This is an optimization exercise on Yosys and OpenROAD, whose aim is small area and a short achievable clock period, not a production implementation.
No functional check of the RTL was part of any run shown here.
No activity file was given, so power comes from the tool's default toggle rates.

## flow/config.mk

```make
export PLATFORM = sky130hd
export DESIGN_NAME = block_transposer
export DESIGN_NICKNAME = block_transposer
export VERILOG_FILES = /design/flow/design.v
export SDC_FILE = /design/flow/constraint.sdc
export NUM_CORES = 4
export LEC_CHECK = 0
export CAP_MARGIN = 20
export CORE_MARGIN = 2
export CORE_UTILIZATION = 60
export CTS_BUF_LIST = sky130_fd_sc_hd__clkbuf_16
export CTS_CLUSTER_DIAMETER = 70
export CTS_CLUSTER_SIZE = 32
export SETUP_SLACK_MARGIN = 1.9
export SLEW_MARGIN = 20
```

## flow/constraint.sdc

```tcl
create_clock -name core_clock -period 3.7 [get_ports {clk}]
set_input_delay 0.7400 -clock core_clock [delete_from_list [all_inputs] [get_ports {clk}]]
set_output_delay 0.7400 -clock core_clock [all_outputs]
set_load 0.01 [all_outputs]
```

## flow/design.v

```verilog
package block_transposer_pkg;
    typedef logic [16-1:0] data_t;
    typedef logic [6-1:0] elem_idx_t;
    typedef struct packed {
        logic  valid;
        data_t data;
    } sample_t;
    typedef struct packed {
        logic orient;    
        logic primed;    
    } steer_t;
    typedef enum logic {
        FILL   = 1'b0,
        STREAM = 1'b1
    } ctrl_state_e;
endpackage
`timescale 1ns/1ps
module elem_counter (
    input  logic                   clk,
    input  logic                   rst_n,
    input  logic                   step,
    output logic [8-1:0] rot,
    output logic [8-1:0] rd_hd,
    output logic [8-1:0] rd_nx,
    output logic                   primed
);
    localparam block_transposer_pkg::elem_idx_t LAST_IDX = {6{1'b1}};
    block_transposer_pkg::elem_idx_t idx_q;
    block_transposer_pkg::elem_idx_t idx_nxt;
    logic                            orient_q;
    logic                            orient_nxt;
    logic                            primed_q;
    logic                            primed_nxt;
    logic [8-1:0]          lane_q;       
    logic [8-1:0]          lane_nxt;
    logic [3-1:0]            lane_sel;
    logic                            same;
    logic [8-1:0]          rot_q;
    logic [8-1:0]          rd_hd_q;
    logic [8-1:0]          rd_nx_q;
    logic                            last;
    assign last = step && (idx_q == LAST_IDX);
    always_comb
    begin
        idx_nxt    = idx_q;
        orient_nxt = orient_q;
        primed_nxt = primed_q;
        if (step)
        begin
            idx_nxt = idx_q + 1'b1;    
        end
        if (last)
        begin
            orient_nxt = ~orient_q;    
            primed_nxt = 1'b1;
        end
        lane_sel = orient_nxt ? idx_nxt[6-1 -: 3] : idx_nxt[3-1:0];
        for (int l = 0; l < 8; l++)
        begin
            lane_nxt[l] = (lane_sel == l[3-1:0]);
        end
        same = step && (lane_nxt == lane_q);
    end
    always_ff @(posedge clk or negedge rst_n)
    begin
        if (!rst_n)
        begin
            idx_q    <= '0;
            orient_q <= 1'b0;
            primed_q <= 1'b0;
            lane_q   <= 8'(1);
            rot_q    <= '0;
            rd_hd_q  <= 8'(1);
            rd_nx_q  <= '0;
        end
        else
        begin
            idx_q    <= idx_nxt;
            orient_q <= orient_nxt;
            primed_q <= primed_nxt;
            lane_q   <= lane_nxt;
            rot_q    <= step ? lane_q : '0;
            rd_hd_q  <= same ? '0 : lane_nxt;
            rd_nx_q  <= same ? lane_nxt : '0;
        end
    end
    assign rot    = rot_q;
    assign rd_hd  = rd_hd_q;
    assign rd_nx  = rd_nx_q;
    assign primed = primed_q;
endmodule
`timescale 1ns/1ps
module transpose_ctrl (
    input  logic clk,
    input  logic rst_n,
    input  logic step,
    input  logic primed,
    output logic out_valid
);
    logic valid_q;
    always_ff @(posedge clk or negedge rst_n)
    begin
        if (!rst_n)
        begin
            valid_q <= 1'b0;
        end
        else
        begin
            valid_q <= step && primed;
        end
    end
    assign out_valid = valid_q;
endmodule
`timescale 1ns/1ps
module transpose_ram (
    input  logic                        clk,
    input  block_transposer_pkg::data_t in_data,
    input  logic [8-1:0]      rot,
    input  logic [8-1:0]      rd_hd,
    input  logic [8-1:0]      rd_nx,
    output block_transposer_pkg::data_t out_data
);
    localparam int DIM = 8;
    block_transposer_pkg::data_t lane_q [DIM][DIM];    
    block_transposer_pkg::data_t wr_data_q;
    block_transposer_pkg::data_t rd_word;
    block_transposer_pkg::data_t rd_data_q;
    always_ff @(posedge clk)
    begin
        wr_data_q <= in_data;
    end
    always_ff @(posedge clk)
    begin
        for (int l = 0; l < DIM; l++)
        begin
            if (rot[l])
            begin
                for (int s = 0; s < DIM-1; s++)
                begin
                    lane_q[l][s] <= lane_q[l][s+1];
                end
                lane_q[l][DIM-1] <= wr_data_q;
            end
        end
    end
    always_comb
    begin
        rd_word = '0;
        for (int l = 0; l < DIM; l++)
        begin
            rd_word = rd_word | (lane_q[l][0] & {16{rd_hd[l]}})
                              | (lane_q[l][1] & {16{rd_nx[l]}});
        end
    end
    always_ff @(posedge clk)
    begin
        rd_data_q <= rd_word;
    end
    assign out_data = rd_data_q;
endmodule
`timescale 1ns/1ps
module block_transposer (
    input  logic        clk,
    input  logic        rst_n,
    input  logic        in_valid,
    input  logic [15:0] in_data,
    output logic        out_valid,
    output logic [15:0] out_data
);
    logic [8-1:0] rot;
    logic [8-1:0] rd_hd;
    logic [8-1:0] rd_nx;
    logic                   primed;
    elem_counter elem_counter_i (
        .clk    (clk),
        .rst_n  (rst_n),
        .step   (in_valid),
        .rot    (rot),
        .rd_hd  (rd_hd),
        .rd_nx  (rd_nx),
        .primed (primed)
    );
    transpose_ctrl transpose_ctrl_i (
        .clk       (clk),
        .rst_n     (rst_n),
        .step      (in_valid),
        .primed    (primed),
        .out_valid (out_valid)
    );
    transpose_ram transpose_ram_i (
        .clk      (clk),
        .in_data  (in_data),
        .rot      (rot),
        .rd_hd    (rd_hd),
        .rd_nx    (rd_nx),
        .out_data (out_data)
    );
endmodule
```

## flow/run.sh

```bash
#!/bin/bash
# synth_recipe.tcl (not shown) runs the flow's synth.tcl, then flattens the netlist and writes it again
# the make line also repeats each setting of config.mk as NAME=value (left out here)
make -C /OpenROAD-flow-scripts/flow DESIGN_CONFIG=/design/flow/config.mk WORK_HOME=/design/flow/orfs CLKGATE_MAP_FILE= SYNTH_SCRIPT=/design/flow/synth_recipe.tcl finish
```

==> results of run 1 <==
[final cells by class]
cell class | count | share of cell area
inverter | 11 | 0.00108
tap | 756 | 0.0248
sequential | 1097 | 0.852
clock inverter | 32 | 0.00906
clock buffer | 45 | 0.0295
timing repair buffer | 110 | 0.0288
multi-input combinational | 241 | 0.0551
[what timing repair did]
item / 4_1_cts / 5_1_grt
pin swaps: 8 / 12
endpoints found under the setup margin: 144 / 144
gates resized for setup: 117 / 44
buffers inserted: 11 / 16
[how the worst max path moves through the flow]
stage,startpoint,end,slack (ns),depth (start not counted)
2_1_floorplan,in_valid,elem_counter_i.rd_hd_q[4],0.43,10
3_3_place_gp,in_valid,elem_counter_i.rd_nx_q[1],0.007,10
3_5_place_dp,in_valid,elem_counter_i.rd_hd_q[2],-0.09,12
4_1_cts,elem_counter_i.idx_q[0],elem_counter_i.rd_hd_q[7],0.72,9
5_1_grt,elem_counter_i.idx_q[1],elem_counter_i.rd_nx_q[4],0.52,10
6_report,elem_counter_i.idx_q[1],elem_counter_i.rd_nx_q[4],0.58,10
[layer usage]
metal / track usage / vias up / part of all wire
li1: - / 5861 / -
met1: 0.297 / 7022 / 0.45
met2: 0.290 / 466 / 0.45
met3: 0.0378 / 104 / 0.069
met4: 0.0597 / 0 / 0.031
met5: 0 / - / 0
[state kept, by name (all words and copies together) (netlist names)]
register and count:
transpose_ram_i.lane_q 1024, transpose_ram_i.rd_data_q 16, transpose_ram_i.wr_data_q 16, elem_counter_i.lane_q 8
elem_counter_i.rd_hd_q 8, elem_counter_i.rd_nx_q 8, elem_counter_i.rot_q 8, elem_counter_i.idx_q 6
elem_counter_i.orient_q 1, elem_counter_i.primed_q 1, transpose_ctrl_i.valid_q 1
[power by group]
part	total (uW)	leakage (uW)	internal, uW	switching, uW
clock	6120	0.000717	2550	3570
sequential	15500	0.0101	14900	667
combinational	2930	0.00131	1200	1730
total	24600	0.0121	18600	5970
[logic make-up after synthesis]
logic type,Yosys count,synth area share
adders and majority gates,1,0.000363
AOI/OAI and AO/OA,145,0.0360
DFF,1097,0.941
and+or+nand+nor,83,0.0137
muxes,7,0.00222
buffers and inverters,46,0.00552
xor gates and xnor gates,5,0.00127
[placed cells by master, fill, tap and decap left out, types with 9 or more instances in the layout]
cell type / n
buf_4: 50
and2_1: 9
edfxtp_1: 1024
nand4_1: 18
buf_12: 14
clkbuf_16: 45
a221oi_1: 64
buf_6: 19
inv_1: 13
a22o_1: 64
clkdlybuf4s50_1: 16
buf_2: 9
nor2_1: 12
dfrtp_1: 22
dfxtp_1: 23
dfrtp_4: 9
[stage by stage]
stage	area, sq um	instances	total power [uW]	utilization
after floorplan	34500	1384	16700	-
after global placement	36100	2188	17900	0.638
after detailed placement	36100	2188	18000	0.638
after CTS	37800	2276	24300	0.668
after global routing	38100	2292	25500	0.674
final	38100	2292	24600	0.674
[critical path: cells and delay by family (launching register included)]
kind,cells,cell delay (ns)
and+or+nand+nor,5,1.28
buffers and inverters,1,0.17
AOI/OAI and AO/OA,2,0.68
DFF,1,0.45
muxes,1,0.31
adders and majority gates,1,0.18
==> impl_results.md, run 1 <==
* Longest Clk Path Bufs at 3
* Inserted Clock Buffers at 45
* Reg-to-reg startpoint: elem_counter_i.idx_q[1]
* Routability cong. at 0.805
* Grt ovf at 0
* RSZ-0062 raised after global routing: true
* Syn Inst Count at 1,384
* Row cnt at 87
* HPWL Detailed at 29.8 mm
* HP Class: in2async
* DR WL/cell at 25.2 um
* Drt drc at 0
* Via-per-instance ratio at 5.87
* R2R depth at 10
* Synth top area share at 0.892
* Sequential share of the synthesized area at 0.941
* Die ar. at 59,400 sq um
* Fmax at 320 MHz
* First drt pass iteration count at 5
* Post-synth cell types at 45
* YS warnings at 4
* Crit Path Category: reg2reg
* Die Wd at 244 um
* Endpoints failing hold at 0
* Initial cell density of the core at 0.609
* Largest net degree at the start of global routing at 65
* Asr flop ratio synth at 0.0374
* Number of global-route vias before repair at 13,341
* Ports at 36
* Final worst slack at 0.579 ns
* Initial antenna violation count at 3
* Synth top cells by count: edfxtp_1 (1,024), a221oi_1 (64), a22o_1 (64)
* Worst-Skew Late Latency at 0.62 ns
* Via count at 13,453
* Final net count at 1,526
* Critical Path AT at 3.66 ns
* Post-synth top area cell: edfxtp_1
* Slowest cell on crit path: or4b_4
* R2R Path End: elem_counter_i.rd_nx_q[4]
* Worst-path clk slew at 0.11 ns
* Hold_buf cts at 0
* Synth area leaders: edfxtp_1 (89%), dfrtp_1 (2.8%), dfxtp_1 (1.9%), a221oi_1 (1.6%), a22o_1 (1.6%)
* First-pass GRT wire length at 84.4 mm
* Clock tree root buffer cell: clkbuf_16
* Setup Slack @ Placement at -0.0854 ns
* Worst relative slew slack at 0.392
* Most common cell in the netlist: edfxtp_1
* Min Tclk post-route at 3.12 ns
* GRT Total Usage at 0.194
* Primary FF master, synth: edfxtp_1
* Run status: timing/DRC/antenna clean
* Post-synth EDFFs at 1,024
* Die Ht at 244 um
* Worst-Margin Slew at 0.912 ns
* Leak at 0.0121 uW
* Max-capacitance violation count at 0
* CTS tree: done
* Worst path max stage delay at 0.53 ns
* Final setup vio count at 0
* R2R Setup Slk at 0.58 ns
* Area of the multi-input gates at 2100 sq um
* Crit share post-route at 0.844
* Synthesized net count at 1,404
* Power Dens Cells at 645 nW/um^2
* Crit-path cells: ha_4 > nand4_4 > or3_4 > and2_4 > mux2_4 > or4b_4 > a31o_4 > a2111o_1 > buf_6 > nor2_2
* Port-buffer cells at 35
* Crit Path Max Fanout at 8
* Core box area at 56,600 sq um
* Storage cell area at 32,500 sq um
* Sum Neg Setup Slack at 0 ns
* Post-Route WL at 57.8 mm
* Flops & latches, synth at 1,097
* Endpoint class of the critical path: register
* Clk sink count at 1,097
* WHS at 0.252 ns
* Area delta synth->final at 10.7%
* Iter 0 DRT Violations at 1,476
* CTS H-tree lvls at 2
* Max rail drop VDD at 562 uV
* Cell Area, Synth at 34,500 sq um
* Synthesized area per cell at 24.9 sq um
* WP data required at 4.24 ns
* Layout cells sized above 1 at 0.154
* CP Launch Type: register
* Fill cells at 3,520
* Antenna-violating nets left at 0
* Clock skew at 0.0289 ns
* Final Max Tran Viols at 0
* N_diodes at 0
==> run 2, diff against run 1 <==
--- a/flow/design.v
+++ b/flow/design.v
@@ -27,39 +27,16 @@
     localparam block_transposer_pkg::elem_idx_t LAST_IDX = {6{1'b1}};
     block_transposer_pkg::elem_idx_t idx_q;
-    block_transposer_pkg::elem_idx_t idx_nxt;
     logic                            orient_q;
-    logic                            orient_nxt;
     logic                            primed_q;
-    logic                            primed_nxt;
     logic [8-1:0]          lane_q;       
-    logic [8-1:0]          lane_nxt;
-    logic [3-1:0]            lane_sel;
-    logic                            same;
+    logic [8-1:0]          lane_rot;
+    logic                            adv;
     logic [8-1:0]          rot_q;
     logic [8-1:0]          rd_hd_q;
     logic [8-1:0]          rd_nx_q;
     logic                            last;
-    assign last = step && (idx_q == LAST_IDX);
-    always_comb
-    begin
-        idx_nxt    = idx_q;
-        orient_nxt = orient_q;
-        primed_nxt = primed_q;
-        if (step)
-        begin
-            idx_nxt = idx_q + 1'b1;    
-        end
-        if (last)
-        begin
-            orient_nxt = ~orient_q;    
-            primed_nxt = 1'b1;
-        end
-        lane_sel = orient_nxt ? idx_nxt[6-1 -: 3] : idx_nxt[3-1:0];
-        for (int l = 0; l < 8; l++)
-        begin
-            lane_nxt[l] = (lane_sel == l[3-1:0]);
-        end
-        same = step && (lane_nxt == lane_q);
-    end
+    assign last = (idx_q == LAST_IDX);
+    assign adv      = !orient_q || (idx_q[3-1:0] == {3{1'b1}});
+    assign lane_rot = {lane_q[8-2:0], lane_q[8-1]};
     always_ff @(posedge clk or negedge rst_n)
     begin
@@ -76,11 +53,20 @@
         else
         begin
-            idx_q    <= idx_nxt;
-            orient_q <= orient_nxt;
-            primed_q <= primed_nxt;
-            lane_q   <= lane_nxt;
-            rot_q    <= step ? lane_q : '0;
-            rd_hd_q  <= same ? '0 : lane_nxt;
-            rd_nx_q  <= same ? lane_nxt : '0;
+            if (step)
+            begin
+                idx_q <= idx_q + 1'b1;    
+                if (last)
+                begin
+                    orient_q <= ~orient_q;    
+                    primed_q <= 1'b1;
+                end
+                if (adv)
+                begin
+                    lane_q <= lane_rot;
+                end
+            end
+            rot_q   <= step ? lane_q : '0;
+            rd_hd_q <= step ? (adv ? lane_rot : '0) : lane_q;
+            rd_nx_q <= (step && !adv) ? lane_q : '0;
         end
     end
==> impl_results.md, run 2 <==
* Run status: timing/DRC/antenna clean
* Longest Clk Path Bufs at 3 (unchanged)
* Non-Filler Instances at 2,215 (-3.4%)
* Iter 0 DRT Violations at 1,245 (-16%)
* Critical Path AT at 1.13 ns (-2.53 ns)
* Fill cells at 3,588 (+1.9%)
* HPWL Detailed at 27.4 mm (-8.0%)
* Grt ovf at 0 (unchanged)
* Synth top area share at 0.896 (+0.00351)
* Routability cong. at 0.750 (-6.9%)
* Final net count at 1,442 (-5.5%)
* Initial antenna violation count at 1 (-2)
* GR met1 Demand/Resource at 0.289 (-0.00800)
* Clock tree root buffer cell: clkbuf_16
* Min Tclk post-route at 1.87 ns (-1.25 ns)
* Power Dens Cells at 668 nW/um^2 (+3.5%)
* Cell Area, Synth at 34,300 sq um (-0.39%)
* Tot Pwr at 24,900 uW (+1.4%)
* Largest delay share family, worst path: flip-flops
* HP Class: in2async
* Antenna-violating nets left at 0 (unchanged)
* First-pass GRT wire length at 79.2 mm (-6.2%)
* Endpoint class of the critical path: primary output
* Post-synth top area cell: edfxtp_1
* Synth area leaders: edfxtp_1 (90%), dfrtp_1 (2.8%), dfxtp_1 (1.9%), a22o_1 (1.6%), a221oi_1 (1.6%)
* Fmax at 534 MHz (+67%)
* CTS tree: done
* Setup Slack @ Placement at 1.21 ns (+1.29 ns)
* N_diodes at 0 (unchanged)
* Leak at 0.0119 uW (-1.9%)
* Worst path max stage delay at 0.39 ns (-0.14 ns)
* Met2 usage at 0.265 (-0.0242)
* Layout cells sized above 1 at 0.107 (-0.0467)
* Final worst slack at 1.83 ns (+1.25 ns)
* Asr flop ratio synth at 0.0374 (unchanged)
* DR WL/cell at 24.1 um (-4.3%)
* Ports at 36 (unchanged)
* Clock skew at 0.0202 ns (-0.00867 ns)
* Max rail drop VDD at 512 uV (-8.9%)
* Number of global-route vias before repair at 12,504 (-6.3%)
* Final setup vio count at 0 (unchanged)
* Inserted Clock Buffers at 46 (+2.2%)
* Crit share post-route at 0.507 (-0.337)
* Initial cell density of the core at 0.607 (-0.00122)
* CTS H-tree lvls at 2 (unchanged)
* WP data required at 2.96 ns (-1.28 ns)
* Post-synth EDFFs at 1,024 (unchanged)
* Largest net degree at the start of global routing at 73 (+12%)
* RSZ-0062 raised after global routing: true
* Port-buffer cells at 35 (unchanged)
* Synthesized area per cell at 25.5 sq um (+2.5%)
* Crit-path cells: buf_6
* Post-synth cell types at 27 (-40%)
* Max-capacitance violation count at 0 (unchanged)
* Sequential share of the synthesized area at 0.945 (+0.00370)
* YS warnings at 4 (unchanged)
* Endpoints failing hold at 0 (unchanged)
* Slowest cell on crit path: dfxtp_4
* Max FFs per register at 1,024 (unchanged)
* Crit Path Max Fanout at 1 (-7)
* Crit Path Category: reg2out
* Cell count after placement at 2,122 (-3.0%)
* Worst-Margin Slew at 1.07 ns (+0.161 ns)
* Via count at 12,630 (-6.1%)
* Syn Inst Count at 1,345 (-2.8%)
* Drt drc at 0 (unchanged)
* Top flop regs: transpose_ram_i.lane_q: 1024 flops, transpose_ram_i.rd_data_q: 16 flops, transpose_ram_i.wr_data_q: 16 flops
* Synth top cells by count: edfxtp_1 (1,024), a22o_1 (64), a221oi_1 (63)
* Die Wd at 243 um (-0.19%)
* Most common cell in the netlist: edfxtp_1
* Die ar. at 59,100 sq um (-0.39%)
* Via-per-instance ratio at 5.70 (-2.9%)
* Worst-Skew Late Latency at 0.63 ns (about the same)
* Final Instance Area at 37,300 sq um (-2.1%)
* Final Max Tran Viols at 0 (unchanged)
* WP buf/inv at 1 (unchanged)
* Commonest non-fill, non-tap cell in the layout: edfxtp_1
* First drt pass iteration count at 5 (unchanged)
* Flops & latches, synth at 1,097 (unchanged)
* DP Area at 35,600 sq um (-1.4%)
* Worst relative slew slack at 0.285 (-0.108)
* GRT Total Usage at 0.183 (-0.0111)
* Met3 usage at 0.0325 (-0.00528)
* Largest Register: transpose_ram_i.lane_q
* Primary FF master, synth: edfxtp_1
* Commonest cells after routing, fill and taps aside: edfxtp_1 (1,024), a22o_1 (64), a221oi_1 (63), clkbuf_16 (49), inv_1 (31)
* Post-Route WL at 53.5 mm (-7.5%)
* Synthesized net count at 1,366 (-2.7%)
* Grt peak-use layer: met1
* Area delta synth->final at 8.80%
* Worst-path clk slew at 0.11 ns (about the same)
* Row cnt at 87 (unchanged)
* Die Ht at 243 um (-0.19%)
* Sum Neg Setup Slack at 0 ns (unchanged)
* Clk sink count at 1,097 (unchanged)
* CP Launch Type: register
* Core box area at 56,500 sq um (-0.19%)
-- run 2: cell types whose count changed after synthesis, sizes merged, moves of 5 or more --
cell    previous run  this run
buf                1        28
a21o               1         8
nor2              21        10
and2              13         1
inv               11        16
o22ai              0         8
clkbuf            34         9
mux2i              5         0
-- run 2: cells by family after synthesis --
family          count (synthesis)  share of synthesized area
mux                             2                   0.000656
simple gates                   42                    0.00620
xor+xnor                        5                    0.00128
fa+ha+maj                       2                   0.000729
flops                        1097                      0.945
buf+inv                        53                     0.0101
compound gates                144                     0.0364
-- run 2: final timing paths --
check | from | end | slack [ns] | cells past startpoint
max | transpose_ram_i.rd_data_q[13] | out_data[13] | 1.83 | 1
min | rst_n | elem_counter_i.rot_q[5] | 0.23 | 1
max reg2reg | elem_counter_i.rd_hd_q[3] | transpose_ram_i.rd_data_q[4] | 1.97 | 2
min reg2reg | transpose_ram_i.lane_q[39][14] | transpose_ram_i.lane_q[38][14] | 0.40 | 0
max in group asynchronous | rst_n | elem_counter_i.rot_q[2] | 2.82 | 1
min in group core_clock | transpose_ram_i.lane_q[39][14] | transpose_ram_i.lane_q[38][14] | 0.40 | 0
-- run 2: routing by layer --
metal  vias up  share of wire
li1       5624              -
met1      6589           0.48
met2       327           0.44
met3        90          0.053
met4         0          0.028
met5         -              0
-- run 2: stage by stage --
stage          utilization  hold slack, ns
2_1_floorplan            -           0.400
3_3_place_gp         0.630           0.400
3_5_place_dp         0.631           0.405
4_1_cts              0.660           0.212
5_1_grt              0.661           0.272
6_report             0.661           0.229
-- run 2: cell type report --
class	instances	area, sq um	share of cell area
Timing Repair Buffer	65	746	0.0200
Inverter	16	60.1	0.00161
Clock inverter	37	322	0.00861
Clock buffer	49	1230	0.0328
Multi-Input combinational cell	195	1560	0.0418
Tap cell	756	946	0.0253
Sequential cell	1097	32500	0.870
-- run 2: where the power goes --
part,switching (uW),internal [uW]
combinational,1230,703
sequential,1080,15600
clock,3700,2570
-- run 2: timing repair --
action | in CTS | in global routing
gates cloned | 0 | 0
setup buffers | 6 | 1
pin swaps | 0 | 1
endpoints found under the setup margin | 301 | 65
endpoints found under the hold margin | 0 | 0
hold buffers | 0 | 0
resized for setup | 96 | 8

what the ideal ports hide:
In the flow no input, the clock included, has a driving cell. The finished layouts below were timed again as built, in two steps.
Step 1: set_driving_cell puts a clkbuf_16 on clk and a buf_2 on each other input, an assumption about the parent block.
Step 2 times the ports against the registers' clock, not the clock port: input delays grow and output delays shrink by t, the midpoint of the rising clock arrivals with the driver on.
a / b / c = no drivers / after step 1 / after step 2; a / b = the first two.
run	shift t [ns]	setup WS [ns]	hold slack, ns	worst setup path after step 2
run 1	0.663	0.579 / 0.579 / 0.072	0.252 / 0.216 / 0.392	input to register
run 2	0.675	1.826 / 1.767 / 1.390	0.229 / 0.194 / 0.405	input to register
After both steps setup and hold are still met in every run listed. The setup slack of run 1, which loses most, moves by 0.000 ns with the drivers and by -0.507 ns with both steps.
